What follows belongs to an exercise in optimizing a design on an open flow for small area and a short achievable clock period; a production flow would make more cautious choices. In this exercise RTL edits were held to simulation tests only and were not proved equivalent to the original. No activity file was given, so power comes from the tool's default toggle rates.

== main ==
## arm_dp_top
module arm_dp_top (
    input  logic                      clk,
    input  logic                      reset,
    input  logic                      instr_valid,
    input  logic [32-1:0]   instr,
    output logic                      wb_valid,
    output logic [4-1:0] wb_addr,
    output logic [32-1:0]   wb_data,
    output logic [3:0]                flags
);
==> flow/config.mk <==
export PLATFORM = sky130hd
export DESIGN_NAME = arm_dp_top
export DESIGN_NICKNAME = arm_dp_top
export VERILOG_FILES = /design/flow/design.v
export SDC_FILE = /design/flow/constraint.sdc
export NUM_CORES = 4
export LEC_CHECK = 0
export ABC_AREA = 1
export CAP_MARGIN = 20
export CORE_MARGIN = 2
export CORE_UTILIZATION = 40
export CTS_CLUSTER_DIAMETER = 100
export CTS_CLUSTER_SIZE = 25
export SETUP_SLACK_MARGIN = 4.5
export SLEW_MARGIN = 20
==> flow/constraint.sdc <==
create_clock -name core_clock -period 8.0 [get_ports {clk}]
set_input_delay 1.6000 -clock core_clock [delete_from_list [all_inputs] [get_ports {clk}]]
set_output_delay 1.6000 -clock core_clock [all_outputs]
set_load 0.01 [all_outputs]
run.sh (not shown) runs the stock make flow with config.mk's settings and CLKGATE_MAP_FILE= SYNTH_SCRIPT=/design/flow/synth_recipe.tcl, a recipe that flattens the netlist after the stock synthesis.
Modified inputs, the feature branch compared to main
--- a/flow/design.v
+++ b/flow/design.v
@@ -47,13 +47,15 @@
     output logic                       dx_arith,
     output logic                       dx_sub,
     output logic [1:0]                 dx_lop,
     output logic [3:0]                 dx_cond,
     output logic [4-1:0]  dx_rd,
     output logic [32-1:0]    dx_b,
-    output logic                       dx_fwd_b,
+    output logic                       dx_fwd_t,
+    output logic                       dx_fwd_f,
+    output logic                       dx_fill,
     output logic [1:0]                 dx_kind,
     output logic [5-1:0] dx_shamt,
     output logic [5-1:0] dx_rot
 );
     logic [3:0] op;
     logic       known, writes, setf, arith, sub;
@@ -99,26 +101,30 @@
         op2_q     <= instr[11:0];
     end
     assign rn_addr = rn1_q;
     logic [4:0] shamt, rot;
     assign shamt = imm1_q ? 5'd0 : op2_q[11:7];
     assign rot   = (op2_q[6:5] == 2'b00) ? (5'd0 - shamt) : shamt;
+    logic fwd_b;
+    assign fwd_b = ex_writes & (ex_rd == op2_q[3:0]) & !imm1_q;
     always_ff @(posedge clk or posedge reset) begin
         if (reset) dx_valid <= 1'b0;
         else       dx_valid <= v1_q;
     end
     always_ff @(posedge clk) begin
         dx_writes <= writes1_q;
         dx_setf   <= setf1_q;
         dx_arith  <= arith1_q;
         dx_sub    <= sub1_q;
         dx_lop    <= lop1_q;
         dx_cond   <= cond1_q;
         dx_rd     <= rd1_q;
-        dx_b      <= (imm1_q ? {{(32-8){1'b0}}, op2_q[7:0]} : rm_val) ^ {32{sub1_q}};
-        dx_fwd_b  <= ex_writes & (ex_rd == op2_q[3:0]) & !imm1_q;
+        dx_b      <= fwd_b ? '0 : (imm1_q ? {{(32-8){1'b0}}, op2_q[7:0]} : rm_val) ^ {32{sub1_q}};
+        dx_fwd_t  <= fwd_b & !sub1_q;
+        dx_fwd_f  <= fwd_b & sub1_q;
+        dx_fill   <= sub1_q & (op2_q[6:5] != 2'b10);
         dx_kind   <= op2_q[6:5];
         dx_shamt  <= shamt;
         dx_rot    <= rot;
     end
 endmodule
 `timescale 1ns/1ps
@@ -132,13 +138,15 @@
     input  logic                       dx_sub,
     input  logic [1:0]                 dx_lop,
     input  logic [3:0]                 dx_cond,
     input  logic [4-1:0]  dx_rd,
     input  logic [32-1:0]    rn_val,
     input  logic [32-1:0]    dx_b,
-    input  logic                       dx_fwd_b,
+    input  logic                       dx_fwd_t,
+    input  logic                       dx_fwd_f,
+    input  logic                       dx_fill,
     input  logic [1:0]                 dx_kind,
     input  logic [5-1:0] dx_shamt,
     input  logic [5-1:0] dx_rot,
     input  logic [32-1:0]    wr_data,
     output logic                       ex_writes,
     output logic [4-1:0]  ex_rd,
@@ -148,18 +156,18 @@
     output logic [3:0]                 flags
 );
     logic [31:0] op_a, op_b_reg, bx, logic_res, result;
     logic [33:0] sum;
     logic        pass, c_f, v_f;
     assign op_a     = rn_val;
-    assign op_b_reg = dx_fwd_b ? (wr_data ^ {32{dx_sub}}) : dx_b;
+    assign op_b_reg = dx_b | ({32{dx_fwd_t}} & wr_data) | ({32{dx_fwd_f}} & ~wr_data);
     barrel_shift barrel_shift_i (
         .value   (op_b_reg),
         .sh_type (dx_kind),
         .shamt   (dx_shamt),
-        .inv     (dx_sub),
+        .inv     (dx_fill),
         .rot     (dx_rot),
         .shifted (bx)
     );
     assign sum = {1'b0, op_a, 1'b1} + {1'b0, bx, dx_sub};
     always_comb begin
         case (dx_lop)
@@ -311,13 +319,13 @@
     logic [32-1:0]   rn_val, rm_val;
     logic                       dx_valid, dx_writes, dx_setf, dx_arith, dx_sub;
     logic [1:0]                 dx_lop;
     logic [3:0]                 dx_cond;
     logic [4-1:0]  dx_rd;
     logic [32-1:0]    dx_b;
-    logic                       dx_fwd_b;
+    logic                       dx_fwd_t, dx_fwd_f, dx_fill;
     logic [4-1:0]  rn_addr;
     logic [1:0]                 dx_kind;
     logic [5-1:0] dx_shamt, dx_rot;
     logic                       ex_writes;
     logic [4-1:0]  ex_rd;
     logic                       res_valid;
@@ -327,20 +335,20 @@
         .clk(clk), .reset(reset),
         .instr_valid(instr_valid), .instr(instr),
         .rm_val(rm_val), .rn_addr(rn_addr),
         .ex_writes(ex_writes), .ex_rd(ex_rd),
         .dx_valid(dx_valid), .dx_writes(dx_writes), .dx_setf(dx_setf),
         .dx_arith(dx_arith), .dx_sub(dx_sub), .dx_lop(dx_lop), .dx_cond(dx_cond),
-        .dx_rd(dx_rd), .dx_b(dx_b), .dx_fwd_b(dx_fwd_b),
+        .dx_rd(dx_rd), .dx_b(dx_b), .dx_fwd_t(dx_fwd_t), .dx_fwd_f(dx_fwd_f), .dx_fill(dx_fill),
         .dx_kind(dx_kind), .dx_shamt(dx_shamt), .dx_rot(dx_rot)
     );
     execute_stage execute_stage_i (
         .clk(clk), .reset(reset),
         .dx_valid(dx_valid), .dx_writes(dx_writes), .dx_setf(dx_setf),
         .dx_arith(dx_arith), .dx_sub(dx_sub), .dx_lop(dx_lop), .dx_cond(dx_cond),
-        .dx_rd(dx_rd), .rn_val(rn_val), .dx_b(dx_b), .dx_fwd_b(dx_fwd_b),
+        .dx_rd(dx_rd), .rn_val(rn_val), .dx_b(dx_b), .dx_fwd_t(dx_fwd_t), .dx_fwd_f(dx_fwd_f), .dx_fill(dx_fill),
         .dx_kind(dx_kind), .dx_shamt(dx_shamt), .dx_rot(dx_rot),
         .wr_data(wb_data),
         .ex_writes(ex_writes), .ex_rd(ex_rd),
         .res_valid(res_valid), .res_addr(res_addr), .res_data(res_data),
         .flags(flags)
     );
Results
Sequential group share of total power of main is on par with the feature branch.
Diff main -> the feature branch: final design instance area without fill decreased 0.0010 mm^2; area of the core did not really move.
In the flow results for the feature branch and main, the final cycle utilization of the critical path is larger on main.
After detailed routing, main needs less wire than the feature branch.
The number of max-cap violations of main and that of the feature branch are within noise of each other.
From main to the feature branch the numbers moved as follows: final clock skew barely changed, logic depth of the worst setup path including buffers fell by 3, shortest period the worst path allows shows a reduction of 0.13 ns, sequential cell count stayed essentially flat.
main has a higher met1 routing resource usage after global routing than the feature branch.
Note that the number of distinct library cells after synthesis recorded for the feature branch amounts to 1.13 times the value seen in main.
The feature branch vs. main: multi-input gate area in the final layout went down by about 11%.
Slew at the pin closest to its max-slew limit (the feature branch over main): decrease, 0.19 ns

==> port drivers added, routing unchanged <==
No port has a modelled driver above. Below, the same layouts with a new extraction and two added sets of constraints.
Step 1 assumes that a clkbuf_16 drives the clock port and a buf_2 every other input.
Step 2 adds t to the input delays and takes it off the output delays; t is the mean of the earliest and latest rising clock arrival at the registers after step 1. Input paths then give back, and output paths get back, about the clock's delay inside the block.
Three values: no drivers, after step 1, after step 2; two values: the first two.
run | t, ns | setup slack, ns | worst setup path at the end
main | 0.678 | 4.098 / 4.098 / 4.098 | register to register
the feature branch | 0.673 | 4.224 / 4.224 / 4.224 | register to register
After both steps setup and hold are still met in every run listed.
